This design comes from an exercise in tuning for small area, a short achievable clock period and few clock cycles per item on the open sky130 flow, not from production work. No functional check of the RTL was part of any run shown here. Power and IR drop assume default switching activity.

==> design/flow/design.v <==
`timescale 1ns / 1ps
package bidm_pkg;
  localparam int MAX_SENSORS = 16;
  localparam int IDX_W = (MAX_SENSORS > 1) ? $clog2(MAX_SENSORS) : 1;
  localparam int CNT_W = $clog2(MAX_SENSORS + 1);
  localparam logic [15:0] COMPANY_CODE = 16'h015d;
  localparam logic [7:0]  MIN_PAYLOAD  = 8'd21;
  typedef enum logic [1:0] {
    OP_SIGHTING = 2'd0,
    OP_SCAN     = 2'd1,
    OP_CLEAR    = 2'd2,
    OP_ADD      = 2'd3
  } opcode_t;
  typedef enum logic [3:0] {
    ST_SHORT       = 4'd0,
    ST_FOREIGN     = 4'd1,
    ST_KNOWN_HIT   = 4'd2,
    ST_NEW_HIT     = 4'd3,
    ST_ADDED       = 4'd4,
    ST_FULL        = 4'd5,
    ST_SCAN        = 4'd6,
    ST_CLEARED     = 4'd7,
    ST_KNOWN_ADDED = 4'd8,
    ST_ADD_FULL    = 4'd9
  } status_t;
  typedef enum logic [1:0] {
    S_IDLE,
    S_SEARCH,
    S_FINISH
  } fsm_state_t;
  typedef struct packed {
    opcode_t            opcode;
    logic [7:0]         payload_length;
    logic [15:0]        company_id;
    logic [63:0]        sensor_id;
    logic signed [7:0]  accel_x;
    logic signed [7:0]  accel_y;
    logic signed [7:0]  accel_z;
  } in_item_t;
  typedef struct packed {
    status_t     status;
    logic [3:0]  entry_index;
    logic [6:0]  channel_base;
    logic [7:0]  x_positive;
    logic [7:0]  x_negative;
    logic [7:0]  y_positive;
    logic [7:0]  y_negative;
    logic [7:0]  z_positive;
    logic [7:0]  z_negative;
    logic        send_request;
    logic        all_known_seen;
  } out_item_t;
  function automatic logic [7:0] pos_part(input logic signed [7:0] v);
    logic [7:0] r;
    r = 8'd0;
    if (!v[7] && (v != 8'sd0)) begin
      r = {v[6:0], 1'b0};
    end
    pos_part = r;
  endfunction
  function automatic logic [7:0] neg_part(input logic signed [7:0] v);
    logic [7:0] r;
    r = 8'd0;
    if (v[7]) begin
      r = 8'd0 - {v[6:0], 1'b0};
    end
    neg_part = r;
  endfunction
  function automatic logic [6:0] chan_base(input logic [IDX_W-1:0] idx);
    logic [IDX_W+2:0] p;
    p = {1'b0, idx, 2'b00} + {2'b00, idx, 1'b0};
    chan_base = 7'(p);
  endfunction
  function automatic logic [MAX_SENSORS-1:0] below_mask(input logic [CNT_W-1:0] cnt);
    logic [MAX_SENSORS-1:0] m;
    for (int i = 0; i < MAX_SENSORS; i++) begin
      m[i] = (CNT_W'(i) < cnt);
    end
    below_mask = m;
  endfunction
endpackage
`timescale 1ns / 1ps
module beacon_id_table_to_channel_mapper_unit (
  input  logic         clk,
  input  logic         rst_n,
  input  logic         in_valid,
  output logic         in_ready,
  input  logic [1:0]   in_opcode,
  input  logic [7:0]   in_payload_length,
  input  logic [15:0]  in_company_id,
  input  logic [63:0]  in_sensor_id,
  input  logic [7:0]   in_accel_x,
  input  logic [7:0]   in_accel_y,
  input  logic [7:0]   in_accel_z,
  output logic         out_valid,
  input  logic         out_ready,
  output logic [3:0]   out_status,
  output logic [3:0]   out_entry_index,
  output logic [6:0]   out_channel_base,
  output logic [7:0]   out_x_positive,
  output logic [7:0]   out_x_negative,
  output logic [7:0]   out_y_positive,
  output logic [7:0]   out_y_negative,
  output logic [7:0]   out_z_positive,
  output logic [7:0]   out_z_negative,
  output logic         out_send_request,
  output logic         out_all_known_seen,
  input  logic         cfg_we,
  input  logic         cfg_wdata
);
  localparam int N = 16;
  localparam int QN = 2;     
  localparam int RW = 4 + 4 + 1 + 1 + 1 + 24;
  logic [63:0]   id_mem [N];
  logic [N-1:0]  km_r;       
  logic [N-1:0]  tm_r;       
  logic [N-1:0]  seen_r;
  logic [N-1:0]  ma_r;       
  logic [N-1:0]  mb_r;       
  logic          out_en_r;
  logic          accept;
  logic          ready_free_r, ready_held_r;
  assign in_ready = out_ready ? ready_free_r : ready_held_r;
  assign accept   = in_valid && in_ready;
  logic          s2_v;
  logic [N-1:0]  s2_eq_q [4];    
  logic [3:0]    s2_eqp_q;
  logic [63:0]   s2_id;
  logic          s2_look, s2_short, s2_scan, s2_clear, s2_add;
  logic [23:0]   s2_acc;
  always_ff @(posedge clk) begin
    logic sight;
    sight = (in_opcode == 2'd0);
    for (int k = 0; k < 4; k++) begin
      for (int i = 0; i < N; i++) begin
        s2_eq_q[k][i] <= (id_mem[i][16*k +: 16] == in_sensor_id[16*k +: 16]);
      end
      s2_eqp_q[k] <= (s2_id[16*k +: 16] == in_sensor_id[16*k +: 16]);
    end
    s2_id    <= in_sensor_id;
    s2_look  <= sight && (in_payload_length >= 8'd21) && (in_company_id == 16'h015d);
    s2_short <= (in_payload_length < 8'd21);
    s2_scan  <= (in_opcode == 2'd1);
    s2_clear <= (in_opcode == 2'd2);
    s2_add   <= (in_opcode == 2'd3);
    s2_acc   <= {in_accel_x, in_accel_y, in_accel_z};
  end
  logic          is_sight;
  logic [N-1:0]  s2_eq;
  logic          s2_eqp;
  logic [N-1:0]  match, w, pre_w, fw;
  logic [N-1:0]  oh_t, oh_k, we;
  logic          any, khit, full, kfull, hit;
  logic [N-1:0]  missing, low_m;
  logic          m_zero, m_one;
  assign is_sight = !s2_scan && !s2_clear && !s2_add;
  assign s2_eq    = s2_eq_q[0] & s2_eq_q[1] & s2_eq_q[2] & s2_eq_q[3];
  assign s2_eqp   = &s2_eqp_q;
  always_comb begin
    oh_t[0] = !tm_r[0];
    oh_k[0] = !km_r[0];
    for (int i = 1; i < N; i++) begin
      oh_t[i] = tm_r[i-1] && !tm_r[i];
      oh_k[i] = km_r[i-1] && !km_r[i];
    end
    match = (ma_r & s2_eq) | (mb_r & {N{s2_eqp}});
    if (s2_look) w = match | oh_t;
    else if (s2_add) w = oh_k;
    else w = '0;
    pre_w[0] = 1'b0;
    for (int i = 1; i < N; i++) begin
      pre_w[i] = pre_w[i-1] | w[i-1];
    end
    fw = w & ~pre_w;
    missing = km_r & ~seen_r;
    low_m[0] = 1'b0;
    for (int i = 1; i < N; i++) begin
      low_m[i] = low_m[i-1] | missing[i-1];
    end
    low_m = ~low_m & ~missing;
    m_zero = (missing == '0);
    m_one  = ((missing & (missing - 1'b1)) == '0);
  end
  assign any   = |match;
  assign khit  = |(match & km_r);
  assign full  = tm_r[N-1];
  assign kfull = km_r[N-1];
  assign hit   = s2_look && any;
  assign we    = (s2_v && s2_add) ? oh_k : oh_t;
  logic [3:0]    st_h;
  logic          all_h;
  always_comb begin
    logic all_hit;
    st_h = 4'd0;
    if (s2_look) begin
      if (any) st_h = khit ? 4'd2 : 4'd3;
      else     st_h = full ? 4'd5 : 4'd4;
    end else if (is_sight) begin
      st_h = s2_short ? 4'd0 : 4'd1;
    end else if (s2_scan) begin
      st_h = 4'd6;
    end else if (s2_clear) begin
      st_h = 4'd7;
    end else begin
      st_h = kfull ? 4'd9 : 4'd8;
    end
    all_hit = m_zero || (m_one && |(match & missing) && !(|(match & low_m)));
    if (is_sight) all_h = hit ? all_hit : m_zero;
    else if (s2_scan) all_h = !km_r[0];
    else if (s2_clear) all_h = 1'b1;
    else all_h = kfull && m_zero;
  end
  always_ff @(posedge clk) begin
    logic [N-1:0] tm_n;
    tm_n = tm_r;
    if (!rst_n) begin
      km_r   <= '0;
      tm_n   = '0;
      seen_r <= '0;
    end else if (s2_v) begin
      if (s2_look) begin
        seen_r <= seen_r | fw;
        if (!any && !full) begin
          tm_n   = {tm_r[N-2:0], 1'b1};
        end
      end else if (s2_scan) begin
        seen_r <= seen_r & ~km_r;
      end else if (s2_clear) begin
        km_r   <= '0;
        tm_n   = '0;
        seen_r <= '0;
      end else if (s2_add && !kfull) begin
        seen_r <= seen_r & ~oh_k;
        km_r   <= {km_r[N-2:0], 1'b1};
        tm_n   = {km_r[N-2:0], 1'b1};
      end
    end
    tm_r <= tm_n;
    if (!rst_n || (s2_v && s2_clear)) begin
      ma_r <= '0;
      mb_r <= '0;
    end else if (s2_v && s2_add && !kfull) begin
      ma_r <= km_r;
      mb_r <= oh_k;
    end else begin
      ma_r <= tm_r;
      mb_r <= (s2_v && s2_look && !any && !full) ? oh_t : '0;
    end
  end
  always_ff @(posedge clk) begin
    for (int i = 0; i < N; i++) begin
      if (we[i]) begin
        id_mem[i] <= s2_id;
      end
    end
  end
  logic          s3_v;
  logic [N-1:0]  s3_fw;
  logic [3:0]    s3_st;
  logic          s3_send, s3_all, s3_hit;
  logic [23:0]   s3_acc;
  always_ff @(posedge clk) begin
    s3_fw   <= fw;
    s3_st   <= st_h;
    s3_send <= s2_look && khit && out_en_r;
    s3_all  <= all_h;
    s3_hit  <= hit;
    s3_acc  <= s2_acc;
  end
  logic [3:0]    idx_h;
  logic [6:0]    base_h;
  logic [RW-1:0] res;
  always_comb begin
    idx_h  = '0;
    base_h = '0;
    for (int i = 0; i < N; i++) begin
      if (s3_fw[i]) begin
        idx_h  = idx_h | 4'(i);
        base_h = base_h | 7'(6 * i);
      end
    end
    res = {s3_st, idx_h, s3_send, s3_all, s3_hit, s3_acc};
  end
  logic          ov_r;
  logic [1:0]    skc_r, skc_nxt;
  logic [RW-1:0] sk_r [QN];
  logic          out_free, pop, ov_nxt;
  logic [3:0]    o_status;
  logic [3:0]    o_idx;
  logic [6:0]    o_base;
  logic [7:0]    o_xp, o_xn, o_yp, o_yn, o_zp, o_zn;
  logic          o_send;
  logic          o_all;
  assign out_free = !ov_r || out_ready;
  assign pop      = out_free && (skc_r != 2'd0);
  always_comb begin
    skc_nxt = skc_r;
    if (pop && !s3_v) skc_nxt = skc_r - 2'd1;
    if (!out_free && s3_v) skc_nxt = skc_r + 2'd1;
    ov_nxt = out_free ? (pop || s3_v) : ov_r;
  end
  function automatic logic room(input logic s2v, input logic s3v, input logic [1:0] skc,
                                input logic take);
    logic [2:0] left;
    if (take) left = (skc != 2'd0) ? {1'b0, skc} - 3'd1 + {2'b00, s3v} : 3'd0;
    else left = {1'b0, skc} + {2'b00, s3v};
    room = ({2'b00, s2v} + left) <= 3'd1;
  endfunction
  always_ff @(posedge clk) begin
    if (!rst_n) begin
      ov_r         <= 1'b0;
      skc_r        <= 2'd0;
      s2_v         <= 1'b0;
      s3_v         <= 1'b0;
      ready_free_r <= 1'b0;
      ready_held_r <= 1'b0;
      out_en_r     <= 1'b0;
    end else begin
      if (cfg_we) begin
        out_en_r <= cfg_wdata;
      end
      ov_r         <= ov_nxt;
      skc_r        <= skc_nxt;
      s2_v         <= accept;
      s3_v         <= s2_v;
      ready_free_r <= room(accept, s2_v, skc_nxt, 1'b1);
      ready_held_r <= room(accept, s2_v, skc_nxt, !ov_nxt);
    end
  end
  function automatic logic [7:0] pos_part(input logic [7:0] v, input logic h);
    pos_part = (h && !v[7] && (v != 8'd0)) ? {v[6:0], 1'b0} : 8'd0;
  endfunction
  function automatic logic [7:0] neg_part(input logic [7:0] v, input logic h);
    neg_part = (h && v[7]) ? (8'd0 - {v[6:0], 1'b0}) : 8'd0;
  endfunction
  always_ff @(posedge clk) begin
    logic [RW-1:0] r;
    for (int j = 0; j < QN; j++) begin
      if (pop) begin
        if (j + 1 < QN && skc_r > 2'(j + 1)) sk_r[j] <= sk_r[j + 1];
        else if (skc_r == 2'(j + 1)) sk_r[j] <= res;
      end else if (skc_r == 2'(j)) begin
        sk_r[j] <= res;
      end
    end
    if (out_free) begin
      r = pop ? sk_r[0] : res;
      o_status <= r[34:31];
      o_idx    <= r[30:27];
      o_base   <= pop ? 7'({sk_r[0][30:27], 2'b00} + {sk_r[0][30:27], 1'b0}) : base_h;
      o_send   <= r[26];
      o_all    <= r[25];
      o_xp     <= pos_part(r[23:16], r[24]);
      o_xn     <= neg_part(r[23:16], r[24]);
      o_yp     <= pos_part(r[15:8], r[24]);
      o_yn     <= neg_part(r[15:8], r[24]);
      o_zp     <= pos_part(r[7:0], r[24]);
      o_zn     <= neg_part(r[7:0], r[24]);
    end
  end
  assign out_valid          = ov_r;
  assign out_status         = o_status;
  assign out_entry_index    = o_idx;
  assign out_channel_base   = o_base;
  assign out_x_positive     = o_xp;
  assign out_x_negative     = o_xn;
  assign out_y_positive     = o_yp;
  assign out_y_negative     = o_yn;
  assign out_z_positive     = o_zp;
  assign out_z_negative     = o_zn;
  assign out_send_request   = o_send;
  assign out_all_known_seen = o_all;
endmodule
==> design/flow/flow/run.sh <==
#!/bin/bash
# The standard layout, except that the port buffers are buf_4 cells: left to itself
# buffer_ports picks a delay cell (clkdlybuf4s50_1) for every input and output port.
set -euo pipefail
export BUFFER_PORTS_ARGS="-buffer_cell sky130_fd_sc_hd__buf_4"
bash standard.sh > standard.log 2>&1
==> design/flow/standard.sh <==
#!/bin/bash
# synth_recipe.tcl (not shown) runs the flow's synth.tcl, then flattens the netlist and writes it again
# the make line also repeats each setting of config.mk as NAME=value (left out here)
make -C /OpenROAD-flow-scripts/flow DESIGN_CONFIG=/design/flow/config.mk WORK_HOME=/design/flow/orfs CLKGATE_MAP_FILE= SYNTH_SCRIPT=/design/flow/synth_recipe.tcl "${@:-finish}"
==> design/flow/config.mk <==
export PLATFORM = sky130hd
export DESIGN_NAME = beacon_id_table_to_channel_mapper_unit
export DESIGN_NICKNAME = beacon_id_table_to_channel_mapper_unit
export VERILOG_FILES = /design/flow/design.v
export SDC_FILE = /design/flow/constraint.sdc
export NUM_CORES = 4
export LEC_CHECK = 0
export CAP_MARGIN = 20
export CORE_MARGIN = 2
export CORE_UTILIZATION = 40
export CTS_BUF_LIST = sky130_fd_sc_hd__clkbuf_16
export CTS_CLUSTER_DIAMETER = 120
export CTS_CLUSTER_SIZE = 25
export PLACE_DENSITY = 0.8
export SETUP_SLACK_MARGIN = 2.5
export SLEW_MARGIN = 20
==> design/flow/constraint.sdc <==
create_clock -name core_clock -period 5.0 [get_ports {clk}]
set_input_delay 1.0000 -clock core_clock [delete_from_list [all_inputs] [get_ports {clk}]]
set_output_delay 1.0000 -clock core_clock [all_outputs]
set_load 0.01 [all_outputs]
==> key figures, run 1 <==
Run status
  – Outcome: complete, no violations

STA
  – Period utilization: 0.573
  – Final worst slack: 2.13 ns
  – Max Clock Freq: around 0.35 GHz
  – Setup Viol. Count Final: 0
  – Clk_skew: 0.0351 ns
  – Max-slew violations: 0
  – Worst slew pin tran: between 1 and 1.5 ns
  – RSZ-0062 raised after global routing: yes
  – Setup TNS: 0 ns
  – Relative slew margins: 0.219
  – Period minus WS final: 2.87 ns
  – Fin. Hold Viols: 0

Route
  – DR pass1 iterations: 6
  – DR vias: 33,477
  – Number of DRC markers in iteration 0: 3,894
  – # DRC: 0
  – Final WL: 149,000 µm
  – Via-to-Cell Ratio: 5.47
  – Antenna Nets Post-Route: 0
  – DR WL/cell: 24.4 µm

Worst setup path
  – Crit path max fanout: 6
  – Crit start category: flip-flop
  – Req. time, crit path: 5.62 ns
  – Critical Path Sink Type: flip-flop
  – Crit path kind: reg2reg
  – Crit path DAT: between 3 and 4 ns

Floorplan
  – Core Region: roughly 150,000 µm²
  – Initial core utilization: 0.402
  – I/O pin total: between 150 and 200
  – Die width: 386 µm
  – Die Span Y: 386 µm
  – Die area: 149,000 µm²
  – Row Count: 140

CTS
  – Clk sink count: 1,446
  – Clock slew at reported path FFs: ~0.10 ns
  – CTS Buf Count: 68
  – CTS tree: built
  – H-tree Lvls: 3
  – CTS Buffer Depth: 3
  – Clock tree root buffer cell: clkbuf_16
  – Skew-Pair Late Insertion Delay: 0.71 ns

Synth
  – Yosys cell types: 75
  – Top cells by area, synth: edfxtp_1 (59%), xnor2_1 (16%), dfxtp_1 (10%)
  – Synth warn: 4
  – Flops & latches, synth: 1,446
  – Post-synthesis sequential area ratio: 0.692
  – Ys flop type: edfxtp_1
  – Post-synth top area share: 0.591
  – Synth Cell Area: 58,500 µm²
  – Avg Inst Size Synth: 14.8 µm²
  – Post-synth top area cell: edfxtp_1
  – Syn Inst Count: 3,959
  – Post-synth EDFFs: 1,151
  – Asr flop ratio synth: 0

Finish
  – Fillers: 12,451
  – Nets@finish: 4,286
  – Multi-input logic area: 18,100 µm²
  – Area Growth Syn to Fin: 12.3%
  – Reg area: 40,500 µm²
  – Final instance area: 65,700 µm²
  – Layout cell share with drive strength beyond 1: 0.139

Pwr
  – Tot Pwr: 24.6 mW
  – VDD IR max: 0.235 mV
  – Leakage: 20.6 nW
  – PwrDens: around 380 nW/µm²

Flow run
  – Max cap viols: 0

Global route
  – Antenna violations before repair: 4
  – First-pass GRT wire length: 216,000 µm
  – Total GRT Usage: 0.196
  – Grt total ovfl: 0
  – Pin count of the biggest net entering global routing: 65
  – Number of global-route vias before repair: 32,023

Placement
  – DPL Wire Length: 91,800 µm
  – RePlAce Congestion: 0.937
  – Place WS: 1.53 ns
  – Port buffer count: 179
  – DP Area: between 60,000 and 70,000 µm²

Worst hold path
  – Hold Path Class: reg2reg
-- critical path: stages, from the launching register on --
cell and delay (ns):
dfxtp_2 0.36, and4_4 0.23, a221oi_4 0.37, o22ai_2 0.12, or3_4 0.39, or4b_4 0.55
or3b_4 0.45, buf_6 0.14, o31ai_2 0.15
-- synthesized netlist by cell type, types with 15 or more instances --
master and n:
clkbuf_1 177, a21oi_1 54, mux2_2 38, nand4_1 284
o211a_1 15, dfxtp_1 295, nand3_1 25, nor3_1 29
nor2_1 100, a22oi_1 19, mux2i_1 35, nor2b_1 44
xnor2_1 1095, ha_1 19, nand2_1 152, o22ai_1 19
inv_1 33, a31oi_1 15, nand2b_1 32, o21ai_0 26
nor4_1 82, edfxtp_1 1151
-- final timing paths --
kind	from	end	slack, ns	cells past startpoint
worst min-delay path	s2_acc[22]	s3_acc[22]	0.34	0
worst max register to register	s2_eqp_q[3]	seen_r[12]	2.13	8
worst min register to register	s2_acc[22]	s3_acc[22]	0.34	0
worst max-delay path	s2_eqp_q[3]	seen_r[12]	2.13	8
-- metrics by stage --
stage           util  hold WS, ns  instances
2_1_floorplan      -        0.310       3965
3_3_place_gp   0.429        0.314       5932
3_5_place_dp   0.429        0.312       5933
4_1_cts        0.449        0.336       6099
5_1_grt        0.452        0.345       6117
6_report       0.452        0.336       6118
-- where the power goes --
part,leakage [nW],total [mW],internal [mW],switching [mW]
logic,6.34,3.84,1.62,2.22
registers,13.1,14.6,14.1,0.466
clock network,1.14,6.24,2.57,3.67
total,20.6,24.6,18.3,6.35
-- sequential cells by signal, indices dropped and copies added, names as in the netlist, 24 cells and up --
register / flops
sk_r: 70
s3_acc: 24
s2_id: 64
s2_acc: 24
s2_eq_q: 64
id_mem: 1024
-- repair_timing --
action                     CTS  global route
hold buffers                 0             0
resized for setup          111            63
setup endpoints to repair  811           223
pin swaps                   33            33
cloned                       9             0
buffers inserted            33            17
-- cell families (layout without fill, tap and decap cells) --
| kind of cell | Yosys count | count (layout) | share of synthesized area |
|---|---|---|---|
| adder cells (fa/ha/maj) | 22 | 22 | 0.00475 |
| AND/OR/NAND/NOR | 831 | 835 | 0.0784 |
| AO/OA/AOI/OAI | 247 | 247 | 0.0303 |
| other | 1 | 8 | 0.0000641 |
| flip-flops | 1446 | 1446 | 0.692 |
| XOR/XNOR | 1105 | 1105 | 0.165 |
| multiplexers | 73 | 74 | 0.0133 |
| buffers and inverters | 234 | 464 | 0.0158 |
-- routing by layer --
| layer | wire [µm] | vias up | track usage |
|---|---|---|---|
| li1 | - | 14723 | - |
| met1 | 60100 | 16969 | 0.265 |
| met2 | 72500 | 1565 | 0.326 |
| met3 | 11700 | 218 | 0.0265 |
| met4 | 4850 | 2 | 0.0666 |
| met5 | 15 | - | 0 |
-- cell usage in the layout, fill, tap and decap left out, types with 12 or more instances in the layout --
cell,n
nand2b_1,31
a21oi_1,50
dfxtp_1,282
buf_4,275
nor3_1,21
nand4_1,284
inv_1,73
nor2b_1,39
edfxtp_1,1151
buf_6,15
nor2_1,92
a31oi_1,14
nor4_2,12
xnor2_1,1095
o22ai_1,17
mux2_2,35
nand3_1,22
a22oi_1,16
nor4_1,68
mux2i_1,22
o21ai_0,16
o211a_1,15
nand2_1,137
clkbuf_16,69
-- area by class of cell --
class	count	area share
repair buffers	306	0.0390
well taps	1917	0.0365
inverters	34	0.00215
clock buffers	69	0.0263
multi-input cells	2290	0.276
flip-flops and latches	1446	0.616
clock inverters	55	0.00409
diodes	1	0.0000381
==> run 2, diff against run 1 <==
--- a/design/flow/design.v
+++ b/design/flow/design.v
@@ -123,19 +123,19 @@
   assign in_ready = out_ready ? ready_free_r : ready_held_r;
   assign accept   = in_valid && in_ready;
   logic          s2_v;
-  logic [N-1:0]  s2_eq_q [4];    
-  logic [3:0]    s2_eqp_q;
+  logic [N-1:0]  s2_eq_q [2];    
+  logic [1:0]    s2_eqp_q;
   logic [63:0]   s2_id;
   logic          s2_look, s2_short, s2_scan, s2_clear, s2_add;
   logic [23:0]   s2_acc;
   always_ff @(posedge clk) begin
     logic sight;
     sight = (in_opcode == 2'd0);
-    for (int k = 0; k < 4; k++) begin
+    for (int k = 0; k < 2; k++) begin
       for (int i = 0; i < N; i++) begin
-        s2_eq_q[k][i] <= (id_mem[i][16*k +: 16] == in_sensor_id[16*k +: 16]);
+        s2_eq_q[k][i] <= (id_mem[i][32*k +: 32] == in_sensor_id[32*k +: 32]);
       end
-      s2_eqp_q[k] <= (s2_id[16*k +: 16] == in_sensor_id[16*k +: 16]);
+      s2_eqp_q[k] <= (s2_id[32*k +: 32] == in_sensor_id[32*k +: 32]);
     end
     s2_id    <= in_sensor_id;
     s2_look  <= sight && (in_payload_length >= 8'd21) && (in_company_id == 16'h015d);
@@ -154,7 +154,7 @@
   logic [N-1:0]  missing, low_m;
   logic          m_zero, m_one;
   assign is_sight = !s2_scan && !s2_clear && !s2_add;
-  assign s2_eq    = s2_eq_q[0] & s2_eq_q[1] & s2_eq_q[2] & s2_eq_q[3];
+  assign s2_eq    = s2_eq_q[0] & s2_eq_q[1];
   assign s2_eqp   = &s2_eqp_q;
   always_comb begin
     oh_t[0] = !tm_r[0];
==> run 2 against run 1 <==
Clock power grew 1%. Clock skew increased by 0.013 ns. Critical path depth is 1 lower. Still clean. Critical endpoint is now s3_all. Register-to-register slack improved by 0.30 ns.
==> key figures, run 2 <==
Run status
  – Outcome: complete, no violations

CTS
  – Clock tree root buffer cell: clkbuf_16
  – CTS Buf Count: 67 (-1.5%)
  – H-tree Lvls: 3 (unchanged)
  – CTS Buffer Depth: 3 (unchanged)
  – Clock slew at reported path FFs: 0.10 ns (about the same)
  – # hold bufs at CTS: 0 (unchanged)
  – Skew-Pair Late Insertion Delay: 0.72 ns (about the same)
  – CTS tree: built
  – Clk sink count: 1,412 (-2.4%)

Route
  – # DRC: 0 (unchanged)
  – DR WL/cell: 26.2 µm (+7.3%)
  – DR vias: 34,481 (+3.0%)
  – DR pass1 iterations: 6 (unchanged)
  – Number of DRC markers in iteration 0: 4,206 (+8.0%)
  – Via-to-Cell Ratio: 5.60 (+2.4%)
  – Antenna Nets Post-Route: 0 (unchanged)
  – Final WL: 161,000 µm (+7.9%)

Pwr
  – Sw Ratio: 0.265 (+0.00752)
  – NetSw: 6.42 mW (+1.1%)
  – Clock power share: 0.260 (+0.007)
  – Sequential power share: 0.588 (-0.003)
  – Comb pwr share: 0.152 (-0.004)
  – PwrDens: 372 nW/µm² (-0.90%)
  – Leakage: 22.8 nW (+11%)
  – Internal power: 17.8 mW (-2.8%)
  – VDD IR max: 0.413 mV (+75%)

Global route
  – First-pass GRT wire length: 229,000 µm (+6.1%)
  – Met3 Use GR: 0.0460 (+0.0195)
  – GR peak layer: met2
  – Number of global-route vias before repair: 33,366 (+4.2%)
  – Total GRT Usage: 0.214 (+0.0172)
  – GRT met2 Usage: 0.343 (+0.0164)
  – GR Util met1: 0.282 (+0.0168)
  – Pin count of the biggest net entering global routing: 65 (unchanged)
  – Grt total ovfl: 0 (unchanged)
  – Antenna violations before repair: 7 (+3)

STA
  – Setup TNS: 0 ns (unchanged)
  – Period minus WS final: 2.57 ns (-0.297 ns)
  – Worst slew pin tran: 1.33 ns (+0.167 ns)
  – WHS: 0.323 ns (-0.0122 ns)
  – Clk_skew: 0.0485 ns (+0.0134 ns)
  – Relative slew margins: 0.107 (-0.112)
  – RSZ-0062 raised after global routing: yes
  – Max Clock Freq: 0.389 GHz (+12%)
  – Setup Viol. Count Final: 0 (unchanged)
  – Period utilization: 0.514 (-0.0595)
  – Fin. Hold Viols: 0 (unchanged)
  – Max-slew violations: 0 (unchanged)

Placement
  – DPL Wire Length: 96,000 µm (+4.6%)
  – Port buffer count: 179 (unchanged)
  – RePlAce Congestion: 0.940 (+0.31%)

Finish
  – Layout cell share with drive strength beyond 1: 0.150 (+0.0114)
  – Multi-input logic area: 18,000 µm² (-0.83%)
  – Most frequent cells in the layout: edfxtp_1 (1,151), xor2_1 (1,096), buf_4 (316), nor4_1 (274), dfxtp_1 (225)
  – Fillers: 12,204 (-2.0%)
  – Max reg flops: 1,024 (unchanged)
  – Commonest non-fill, non-tap cell in the layout: edfxtp_1
  – Core Util, Final: 0.454 (+0.00206)
  – Top reg by flops: id_mem
  – Reg area: 39,900 µm² (-1.6%)
  – Area Growth Syn to Fin: 12.8%
  – Nets@finish: 4,333 (+1.1%)
  – Registers with the most flip-flops: id_mem (1024), sk_r (70), s2_id (64)

Worst setup path
  – Crit path max fanout: 3 (-3)
  – Register-to-Register Path Depth: 7 (-1)
  – Crit path capture: s3_all
  – Crit path kind: reg2reg
  – Req. time, crit path: 5.59 ns (-0.03 ns)
  – Setup crit start: s2_eq_q[1][4]
  – Crit start category: flip-flop
  – Crit path DAT: 3.16 ns (-0.33 ns)
  – Critical Path Sink Type: flip-flop
  – Reg2reg start: s2_eq_q[1][4]
  – FF-to-FF End: s3_all
  – R2R Setup Slk: 2.43 ns (+0.30 ns)

Floorplan
  – Die Span Y: 384 µm (-0.62%)
  – Die width: 384 µm (-0.62%)
  – Initial core utilization: 0.403 (about the same)
  – Die area: 147,000 µm² (-1.2%)
  – Core Region: 143,000 µm² (-1.3%)
  – Row Count: 139 (-0.71%)
  – I/O pin total: 187 (unchanged)

Synth
  – Ys flop type: edfxtp_1
  – Flops & latches, synth: 1,412 (-2.4%)
  – Most common cell in the synthesized netlist: edfxtp_1
  – Asr flop ratio synth: 0 (unchanged)
  – Top cells by area, synth: edfxtp_1 (60%), xor2_1 (17%), dfxtp_1 (9.0%)
  – Synth cell count leaders: edfxtp_1 (1,151), xor2_1 (1,097), nor4_1 (280)
  – Synth warn: 4 (unchanged)
  – Synth Cell Area: 57,800 µm² (-1.2%)
  – Yosys cell types: 70 (-6.7%)
  – Post-synth top area cell: edfxtp_1
  – Post-synth EDFFs: 1,151 (unchanged)
  – Syn Inst Count: 3,982 (+0.58%)
  – Post-synthesis sequential area ratio: 0.689 (-0.00306)
  – Post-synth top area share: 0.598 (+0.00745)
  – Avg Inst Size Synth: 14.5 µm² (-1.8%)

Flow run
  – Max cap viols: 0 (unchanged)

Worst hold path
  – Hold Path Class: reg2reg
  – Cells on Worst Hold Path: 0 (unchanged)
run 2: cell count changes after synthesis, moves of 17 or more:
cell	change
a21oi_1	+59
nor4_1	+198
dfxtp_1	-34
o21ai_0	+21
xnor2_1	-1088
xor2_1	+1087
nand3_1	+22
nor2_1	+69
nand4_1	-203
nand2_1	-17
run 2: cell type report:
type                            count  share of cell area
Sequential cell                  1412               0.612
Multi-Input combinational cell   2344               0.276
Timing Repair Buffer              341              0.0424
Tap cell                         1903              0.0366
Clock buffer                       69              0.0265
Clock inverter                     54             0.00507
Inverter                           27             0.00173
Antenna cell                        2           0.0000768
run 2: power by group through the flow:
stage               clock network (mW)  registers [mW]  logic, mW
floorplan                            0            14.5       2.24
global placement                     0            14.5       3.38
detailed placement                   0            14.5       3.47
CTS                               6.37            14.2       3.59
global route                      6.75            14.3       3.95
finish                            6.30            14.2       3.67
run 2: routing by layer:
metal / up-vias / share of wire
met5: - / 0.00041
met1: 17293 / 0.38
met4: 10 / 0.043
met2: 2067 / 0.46
li1: 14743 / -
met3: 368 / 0.11
run 2: per-stage QoR:
stage / instances / worst slack [ns] / power (mW) / area, µm²
2_1_floorplan: 3988 / 1.89 / 16.8 / 58300
3_3_place_gp: 5949 / 1.27 / 17.9 / 61700
3_5_place_dp: 5951 / 1.27 / 18.0 / 61800
4_1_cts: 6131 / 2.39 / 24.2 / 64700
5_1_grt: 6150 / 2.40 / 25.0 / 65100
6_report: 6152 / 2.43 / 24.2 / 65100
run 2: timing repair:
action | 4_1_cts | 5_1_grt
cloned | 7 | 0
gates resized for setup | 121 | 72
setup buffers | 50 | 19
pin swaps | 18 | 21
setup endpoints to repair | 988 | 312
run 2: worst max-delay path, cell delays in order, from the launching register on:
cell,delay (ns)
dfxtp_1,0.42
nand3_1,0.25
a21oi_1,0.27
a2111oi_1,0.08
and4_1,0.21
or4_1,0.42
or4b_4,0.54
a221oi_2,0.25
run 2: worst min-delay path by stage:
stage | end | from | slack [ns]
2_1_floorplan | s3_acc[0] | s2_acc[0] | 0.31
3_3_place_gp | s3_acc[1] | s2_acc[1] | 0.31
3_5_place_dp | s3_acc[13] | s2_acc[13] | 0.31
4_1_cts | s3_acc[1] | s2_acc[1] | 0.33
5_1_grt | s3_acc[1] | s2_acc[1] | 0.33
6_report | s3_acc[3] | s2_acc[3] | 0.32
run 2: kinds of logic (layout without fill, tap and decap cells):
logic type | after synthesis | after routing | synth area share
DFF | 1412 | 1412 | 0.689
xor gates and xnor gates | 1104 | 1104 | 0.167
buffers and inverters | 237 | 491 | 0.0169
adders and majority gates | 20 | 20 | 0.00446
AOI/OAI and AO/OA | 263 | 267 | 0.0278
other | 1 | 9 | 0.0000649
muxes | 66 | 66 | 0.0122
and+or+nand+nor | 879 | 880 | 0.0823

==> re-timing with driven ports <==
No port has a modelled driver above. Below, the same layouts with a new extraction and two added sets of constraints. Step 1 sets driving cells, clkbuf_16 on the clock port and buf_2 on the other inputs (assumed; they add their load-dependent delay and slew). Step 2 moves the port delays by t, midway between the first and last clock arrival at a register: inputs arrive t later, outputs are due t later. That takes back most of the time a late clock gives input paths. a / b / c = ideal / step 1 / step 2; a / b = the first two.
| run | shift t [ns] | setup WS [ns] | hold slack, ns | latest minus earliest clock arrival (ns) |
|---|---|---|---|---|
| run 1 | 0.766 | 2.134 / 2.134 / 1.754 | 0.336 / 0.336 / 0.336 | 0.037 / 0.037 |
| run 2 | 0.778 | 2.432 / 2.376 / 1.787 | 0.323 / 0.323 / 0.323 | 0.059 / 0.059 |
After both steps every run listed still meets setup and hold. The setup slack of run 2, which loses most, moves by -0.056 ns with the drivers and by -0.645 ns with both steps.
